This design comes from an exercise in tuning for small area on the open sky130 flow, not from production work. Only simulation tests tie the RTL to the original design; equivalence was not proved. Power and IR drop assume default switching activity.

exp/indigo:
// psum_collector
module psum_collector #(
    parameter int DATA_WIDTH = 16,
    parameter int X_dim      = 5,
    parameter int NUM_ITER   = 5
) (
    input  logic                          clk,
    input  logic                          reset,
    input  logic [X_dim*DATA_WIDTH-1:0]   pe_out_flat,
    input  logic                          compute_done,
    output logic [DATA_WIDTH-1:0]         out_data,
    output logic                          out_valid,
    input  logic                          out_ready,
    output logic                          out_last,
    output logic [$clog2(NUM_ITER+1)-1:0] iter_count,
    output logic                          overflow
);
    localparam int IW = $clog2(NUM_ITER + 1);
    localparam int CW = (X_dim > 1) ? $clog2(X_dim) : 1;
    localparam int RW = (NUM_ITER > 1) ? $clog2(NUM_ITER) : 1;
    localparam logic [CW-1:0] LAST_COL = CW'(X_dim - 1);
    localparam logic [RW-1:0] LAST_ROW = RW'(NUM_ITER - 1);
    logic [DATA_WIDTH-1:0] pe_out [X_dim];
  ...
clock: 5.0 ns
lec_check: 0
cap_margin: 20
core_margin: 2
core_utilization: 85
slew_margin: 20
standard.sh (not shown) runs the stock make flow with config.mk's settings and CLKGATE_MAP_FILE= SYNTH_SCRIPT=/design/flow/synth_recipe.tcl, a recipe that flattens the netlist after the stock synthesis.
==> flow/flow/run.sh <==
#!/bin/bash
# Standard layout with smaller port buffers and a clock tree with fewer, larger clusters.
set -euo pipefail
bash standard.sh "BUFFER_PORTS_ARGS=-buffer_cell sky130_fd_sc_hd__buf_1" "CTS_ARGS=-sink_clustering_enable -repair_clock_nets -buf_list sky130_fd_sc_hd__clkbuf_8 -sink_clustering_size 20 -sink_clustering_max_diameter 80 -sink_buffer_max_cap_derate 1.0" finish > standard.log 2>&1
detailed placement (3_5_place_dp): exp/indigo exited with error
[inputs] exp/delta vs exp/indigo
Settings: a change of CORE_UTILIZATION from 85 to 70; an added CTS_BUF_LIST of sky130_fd_sc_hd__clkbuf_8.
==> flow/run.sh (new file) <==
#!/bin/bash
# synth_recipe.tcl (not shown) runs the flow's synth.tcl, then flattens the netlist and writes it again
# the make line also repeats each setting of config.mk as NAME=value (left out here)
make -C /OpenROAD-flow-scripts/flow DESIGN_CONFIG=/design/flow/config.mk WORK_HOME=/design/flow/orfs CLKGATE_MAP_FILE= SYNTH_SCRIPT=/design/flow/synth_recipe.tcl finish
removed: flow/flow/run.sh
removed: flow/standard.sh
Results
- Re synthesized area: no difference whatsoever between exp/delta and exp/indigo.
- Count of distinct cell types in the synthesized netlist delta (exp/delta -> exp/indigo): insignificant
- Taking exp/delta over exp/indigo, the global placer's final weighted congestion ratio works out to 0.933.
- exp/indigo and exp/delta ended up with nearly the same mean area per synthesized cell.
- Initial core utilization, exp/indigo and exp/delta: higher on exp/indigo
- Per the final summary, exp/delta finished and its layout is clean on timing, DRC and antenna.
- Relative to exp/indigo, the horizontal die dimension measured on exp/delta has increased by a little under 10%.
> inputs changed (exp/delta -> exp/quartz)
Settings: SLEW_MARGIN changed from 20 to 5; CTS_BUF_LIST removed (was sky130_fd_sc_hd__clkbuf_8); CORE_UTILIZATION changed from 70 to 80; CAP_MARGIN changed from 20 to 5.
==> flow/flow/run.sh (new file) <==
#!/bin/bash
# Standard layout with smaller port buffers and a clock tree with fewer, larger clusters.
set -euo pipefail
bash standard.sh "BUFFER_PORTS_ARGS=-buffer_cell sky130_fd_sc_hd__buf_1" "CTS_ARGS=-sink_clustering_enable -repair_clock_nets -dont_use_dummy_load -buf_list sky130_fd_sc_hd__clkbuf_8 -sink_clustering_size 20 -sink_clustering_max_diameter 80 -sink_buffer_max_cap_derate 1.0" finish > standard.log 2>&1
==> flow/standard.sh (new file) <==
#!/bin/bash
# synth_recipe.tcl (not shown) runs the flow's synth.tcl, then flattens the netlist and writes it again
# the make line also repeats each setting of config.mk as NAME=value (left out here)
make -C /OpenROAD-flow-scripts/flow DESIGN_CONFIG=/design/flow/config.mk WORK_HOME=/design/flow/orfs CLKGATE_MAP_FILE= SYNTH_SCRIPT=/design/flow/synth_recipe.tcl "${@:-finish}"
removed: flow/run.sh
==> comparison <==
Timing, DRC, antenna: 0 failures across exp/delta and exp/quartz
exp/quartz vs exp/delta: first-iteration DRC count up by more than 10%
The final reports for exp/quartz and exp/delta show met3 global-route usage lower in the former.
The register fraction of the total cell area in exp/quartz was higher than what exp/delta gave.
NOTE routed wire length exp/delta->exp/quartz increased by a few percent
diff inputs: exp/quartz => exp/amber
Settings: CAP_MARGIN: 5 -> 20; SLEW_MARGIN: 5 -> 20.
==> flow/flow/run.sh <==
#!/bin/bash
# Standard layout with smaller port buffers and a clock tree with fewer, larger clusters.
set -euo pipefail
bash standard.sh "BUFFER_PORTS_ARGS=-buffer_cell sky130_fd_sc_hd__buf_1" "CTS_ARGS=-sink_clustering_enable -repair_clock_nets -dont_use_dummy_load -buf_list sky130_fd_sc_hd__clkbuf_8 -sink_clustering_size 22 -sink_clustering_max_diameter 50 -sink_buffer_max_cap_derate 1.0" finish > standard.log 2>&1
Results
exp/amber reached the final stage; the timing, DRC and antenna checks on its layout passed.
Reported for exp/amber and exp/quartz, hold-critical path depth turned out identical to the last digit.
Of exp/amber and exp/quartz, the lower part of the cycle the worst path needs belongs to exp/amber.
exp/amber: worst hold margin is 31 ps lower than what exp/quartz reported.
Utilization exp/quartz -> exp/amber: up
Relative to exp/quartz, the wire length of the first global-routing pass measured on exp/amber has decreased slightly.
Sort exp/amber and exp/quartz by power asc -> top: exp/quartz
Flop-to-flop setup slack: exp/amber and exp/quartz compared, higher one is exp/amber
Row clock share of power: exp/amber higher / exp/quartz lower
Relative to exp/amber, the following input files were edited for exp/onyx:
Settings: CORE_UTILIZATION changed from 80 to 75.
==> flow/flow/run.sh <==
#!/bin/bash
# Standard layout with smaller port buffers and a clock tree with fewer, larger clusters.
set -euo pipefail
bash standard.sh "BUFFER_PORTS_ARGS=-buffer_cell sky130_fd_sc_hd__buf_1" "CTS_ARGS=-sink_clustering_enable -repair_clock_nets -buf_list sky130_fd_sc_hd__buf_12 -sink_clustering_size 24 -sink_clustering_max_diameter 80 -sink_buffer_max_cap_derate 1.0" finish > standard.log 2>&1
==> comparison <==
Internal power contribution (exp/onyx over exp/amber): increase, about 3.5%
Taking exp/amber as the reference, in exp/onyx power density relative to cell area rose 5.1%; global-route usage rose 3.1 points.
exp/onyx against exp/amber: final cell count picked up an extra 15, delay of the slowest cell on the worst path has decreased, met3 layer wire length in the routed design picked up an extra 360 um, part of the total power dissipated in combinational logic stayed essentially flat.
Changes observed in exp/onyx relative to exp/amber: number of signal-net buffers in the layout picked up an extra about 2.8%; synthesis-to-finish area growth picked up an extra 1.0 points; clock tree buffer count of the final layout lost 9.
#### Input delta (exp/ember over exp/onyx)
==> flow/flow/run.sh <==
#!/bin/bash
# Standard layout with smaller port buffers and a clock tree with fewer, larger clusters.
set -euo pipefail
bash standard.sh "BUFFER_PORTS_ARGS=-buffer_cell sky130_fd_sc_hd__buf_1" "CTS_ARGS=-sink_clustering_enable -repair_clock_nets -dont_use_dummy_load -buf_list sky130_fd_sc_hd__clkbuf_8 -sink_clustering_size 20 -sink_clustering_max_diameter 80 -sink_buffer_max_cap_derate 1.0" finish > standard.log 2>&1
Notes after the runs:
- Going from exp/onyx to exp/ember, clock share of power saw a decrease; critical path depth saw little to no change.
- Wire length sits lower in exp/ember than in exp/onyx.
- The end point of the critical path comes out rows[24][10] in one run and rows[8][7] in the other, namely in exp/ember and exp/onyx respectively.
- Changes observed in exp/ember relative to exp/onyx: sequential fraction of total cell area now larger, mean number of vias per cell now smaller.

Starting RTL as in the previous note.
==> flow/design.v (excerpt) <==
module psum_collector #(
    parameter int DATA_WIDTH = 16,
    parameter int X_dim      = 5,
    parameter int NUM_ITER   = 5
) (
    input  logic                          clk,
    input  logic                          reset,
    input  logic [X_dim*DATA_WIDTH-1:0]   pe_out_flat,
    input  logic                          compute_done,
    output logic [DATA_WIDTH-1:0]         out_data,
    output logic                          out_valid,
    input  logic                          out_ready,
    output logic                          out_last,
    output logic [$clog2(NUM_ITER+1)-1:0] iter_count,
    output logic                          overflow
);
clock: 5.0 ns
lec_check: 0
cap_margin: 20
core_margin: 2
core_utilization: 70
slew_margin: 20
==> flow/flow/run.sh <==
#!/bin/bash
# Standard layout with smaller port buffers and a clock tree with fewer, larger clusters.
set -euo pipefail
bash standard.sh "BUFFER_PORTS_ARGS=-buffer_cell sky130_fd_sc_hd__buf_1" "CTS_ARGS=-sink_clustering_enable -repair_clock_nets -buf_list sky130_fd_sc_hd__clkbuf_8 -sink_clustering_size 20 -sink_clustering_max_diameter 80 -sink_buffer_max_cap_derate 1.0" finish > standard.log 2>&1
Edit:
==> flow/flow/run.sh (replaced) <==
#!/bin/bash
# Standard layout with smaller port buffers and a clock tree with fewer, larger clusters.
set -euo pipefail
bash standard.sh "BUFFER_PORTS_ARGS=-buffer_cell sky130_fd_sc_hd__buf_1" "CTS_ARGS=-sink_clustering_enable -repair_clock_nets -dont_use_dummy_load -buf_list sky130_fd_sc_hd__buf_12 -sink_clustering_size 30 -sink_clustering_max_diameter 100 -sink_buffer_max_cap_derate 1.0" finish > standard.log 2>&1
--- a/flow/config.mk
+++ b/flow/config.mk
@@ -9,3 +9,3 @@
 export CORE_MARGIN = 2
-export CORE_UTILIZATION = 70
+export CORE_UTILIZATION = 80
 export SLEW_MARGIN = 20
This time the run died in 4_1_cts.
Synthesized cell count is unchanged.
Area after synthesis does not change.

Setup of build 50:
Starting RTL as in the previous note.
==> flow/design.v (excerpt) <==
module psum_collector #(
    parameter int DATA_WIDTH = 16,
    parameter int X_dim      = 5,
    parameter int NUM_ITER   = 5
) (
    input  logic                          clk,
    input  logic                          reset,
    input  logic [X_dim*DATA_WIDTH-1:0]   pe_out_flat,
    input  logic                          compute_done,
    output logic [DATA_WIDTH-1:0]         out_data,
    output logic                          out_valid,
    input  logic                          out_ready,
    output logic                          out_last,
    output logic [$clog2(NUM_ITER+1)-1:0] iter_count,
    output logic                          overflow
);
clock: 5.0 ns
lec_check: 0
cap_margin: 20
core_margin: 2
core_utilization: 70
slew_margin: 20
==> flow/flow/run.sh <==
#!/bin/bash
# Standard layout with smaller port buffers and a clock tree with fewer, larger clusters.
set -euo pipefail
bash standard.sh "BUFFER_PORTS_ARGS=-buffer_cell sky130_fd_sc_hd__buf_1" "CTS_ARGS=-sink_clustering_enable -repair_clock_nets -buf_list sky130_fd_sc_hd__clkbuf_16 -sink_clustering_size 30 -sink_clustering_max_diameter 100 -sink_buffer_max_cap_derate 1.0" finish > standard.log 2>&1
diff inputs: build 50 => build 54
# build 50
export LEC_CHECK = 0
export CAP_MARGIN = 20
export CORE_MARGIN = 2
export CORE_UTILIZATION = 70
export SLEW_MARGIN = 20
create_clock -name core_clock -period 5.0 [get_ports {clk}]
# build 54
export LEC_CHECK = 0
export CAP_MARGIN = 20
export CORE_MARGIN = 2
export CORE_UTILIZATION = 85
export SLEW_MARGIN = 20
create_clock -name core_clock -period 5.0 [get_ports {clk}]
==> flow/flow/run.sh <==
#!/bin/bash
# Standard layout with smaller port buffers and a clock tree with fewer, larger clusters.
set -euo pipefail
bash standard.sh "BUFFER_PORTS_ARGS=-buffer_cell sky130_fd_sc_hd__buf_1" "CTS_ARGS=-sink_clustering_enable -repair_clock_nets -buf_list sky130_fd_sc_hd__clkbuf_4 -sink_clustering_size 10 -sink_clustering_max_diameter 60 -sink_buffer_max_cap_derate 1.0" finish > standard.log 2>&1
### Flow results
Diff build 54..build 50 | area share of and/or/nand/nor cells after synthesis | unchanged. Build 54 against build 50: number of nets produced by synthesis ~0 delta, total half-perimeter wirelength after legalization and detailed placement +77%, floorplan die height -9.0%. No final results exist for build 54, since it was stopped by error DPL-0033 during detailed placement. Re area after synthesis: no difference whatsoever between build 54 and build 50. [compare] base=build 50 new=build 54: I/O pin count barely changed, routability congestion estimate from global placement saw an increase, number of rows in the core area down 10%, sequential fraction of the synthesis area saw little to no change, floorplan die width shows a reduction of about 9%. Build 54 vs. build 50: initial core utilization went up by 16 points.
Relative to build 54, the following input files were edited for build 14:
# build 54
export LEC_CHECK = 0
export CAP_MARGIN = 20
export CORE_MARGIN = 2
export CORE_UTILIZATION = 85
export SLEW_MARGIN = 20
create_clock -name core_clock -period 5.0 [get_ports {clk}]
# build 14
export LEC_CHECK = 0
export CAP_MARGIN = 20
export CORE_MARGIN = 2
export CORE_UTILIZATION = 80
export SLEW_MARGIN = 20
create_clock -name core_clock -period 5.0 [get_ports {clk}]
==> flow/flow/run.sh <==
#!/bin/bash
# Standard layout with smaller port buffers and a clock tree with fewer, larger clusters.
set -euo pipefail
bash standard.sh "BUFFER_PORTS_ARGS=-buffer_cell sky130_fd_sc_hd__buf_1" "CTS_ARGS=-sink_clustering_enable -repair_clock_nets -dont_use_dummy_load -buf_list sky130_fd_sc_hd__clkbuf_8 -sink_clustering_size 20 -sink_clustering_max_diameter 80 -sink_buffer_max_cap_derate 1.0" finish > standard.log 2>&1
==> comparison <==
- No stage failed in build 14, and the final checks on the layout all came back clean.
- Build 54 terminated abnormally: detailed placement reported DPL-0033.
- Changes observed in build 14 relative to build 54: synthesized-area fraction occupied by ao, oa, aoi and oai cells barely changed, floorplan die height climbed 3.0%.
- Reported for build 54 and build 14, net count after synthesis turned out identical to the last digit.
- [build 14 vs build 54] chip width: higher in build 14
- From build 54 to build 14, number of placed I/O pins did not move at all.
- Initial core utilization: build 14 lower than build 54
Input changes introduced in build 51 (baseline for comparison: build 14):
# build 14
export LEC_CHECK = 0
export CAP_MARGIN = 20
export CORE_MARGIN = 2
export CORE_UTILIZATION = 80
export SLEW_MARGIN = 20
create_clock -name core_clock -period 5.0 [get_ports {clk}]
# build 51
export LEC_CHECK = 0
export CAP_MARGIN = 20
export CORE_MARGIN = 2
export CORE_UTILIZATION = 85
export PLACE_DENSITY = 0.92
export SLEW_MARGIN = 20
create_clock -name core_clock -period 5.0 [get_ports {clk}]
==> flow/flow/run.sh <==
#!/bin/bash
# Standard layout with smaller port buffers and a clock tree with fewer, larger clusters.
set -euo pipefail
bash standard.sh "BUFFER_PORTS_ARGS=-buffer_cell sky130_fd_sc_hd__buf_1" "CTS_ARGS=-sink_clustering_enable -repair_clock_nets -buf_list sky130_fd_sc_hd__clkbuf_8 -sink_clustering_size 20 -sink_clustering_max_diameter 80 -sink_buffer_max_cap_derate 1.0" finish > standard.log 2>&1
==> results.txt <==
Build 14 went all the way through synthesis, placement and routing and the layout is clean on timing, DRC and antenna. detailed placement: build 51 exited with error. The number of rows created at floorplan reported for build 51 is smaller than that of build 14 by 4.3%. Diff build 14 -> build 51: estimated wirelength of the detail-placed design increased by 48% relative to the old numbers; mean cell area of the mapped netlist neither gained nor lost much; x dimension of the die fell by 3.8 um.
--- input diff build 51..build 58 ---
# build 51
export LEC_CHECK = 0
export CAP_MARGIN = 20
export CORE_MARGIN = 2
export CORE_UTILIZATION = 85
export PLACE_DENSITY = 0.92
export SLEW_MARGIN = 20
create_clock -name core_clock -period 5.0 [get_ports {clk}]
# build 58
export LEC_CHECK = 0
export CAP_MARGIN = 20
export CORE_MARGIN = 2
export CORE_UTILIZATION = 75
export SLEW_MARGIN = 20
create_clock -name core_clock -period 5.0 [get_ports {clk}]
==> flow/flow/run.sh <==
#!/bin/bash
# Standard layout with smaller port buffers and a clock tree with fewer, larger clusters.
set -euo pipefail
bash standard.sh "BUFFER_PORTS_ARGS=-buffer_cell sky130_fd_sc_hd__buf_1" "CTS_ARGS=-sink_clustering_enable -repair_clock_nets -buf_list sky130_fd_sc_hd__buf_6 -sink_clustering_size 14 -sink_clustering_max_diameter 60 -sink_buffer_max_cap_derate 1.0" finish > standard.log 2>&1
## What came out
Build 58: final weighted congestion in routability-driven placement 0.060 below build 51. The synthesized area on build 58 is in line with that on build 51. Compared build 51 against build 58; synthesized-area fraction occupied by and/or/nand/nor cells within noise. Build 58 against build 51: floorplan row count +6.8%, horizontal die dimension has increased, placed wire-length estimate dropped 5800 um. From build 51 to build 58, number of buffers added on ports did not move at all. Looking at the reports, build 58 completed the entire flow and the layout it produced met the timing, DRC and antenna checks. Re mean area per synthesized cell: no difference whatsoever between build 58 and build 51.

[afterwards: timing with drivers on the ports]
The results above use ideal ports. As a check the final layouts listed here were re-extracted and re-timed, cells and wires unchanged. Step 1 sets driving cells, clkbuf_16 on the clock port and buf_2 on the other inputs (assumed; they add their load-dependent delay and slew). Step 2 times the ports against the registers' clock, not the clock port: input delays grow and output delays shrink by t, the midpoint of the rising clock arrivals with the driver on. a / b / c = ideal ports / drivers / drivers and shift; a / b = the first two.
run | t, ns | slack for setup (ns) | worst setup path at the end
exp/delta | 0.607 | 1.488 / 1.445 / 1.284 | input to register
exp/quartz | 0.561 | 1.589 / 1.589 / 1.585 | input to register
exp/amber | 0.571 | 1.676 / 1.676 / 1.561 | input to register
exp/onyx | 0.510 | 1.663 / 1.663 / 1.528 | input to register
exp/ember | 0.566 | 1.768 / 1.768 / 1.648 | input to register
the first run of note 2 | 0.583 | 1.830 / 1.790 / 1.692 | input to register
build 50 | 0.538 | 1.908 / 1.864 / 1.693 | input to register
build 14 | 0.561 | 1.589 / 1.589 / 1.585 | input to register
build 58 | 0.520 | 1.792 / 1.792 / 1.643 | input to register
After both steps setup and hold are still met in every run listed. For build 50, which loses most, drivers alone change the setup slack by -0.044 ns; drivers and shift together by -0.215 ns.
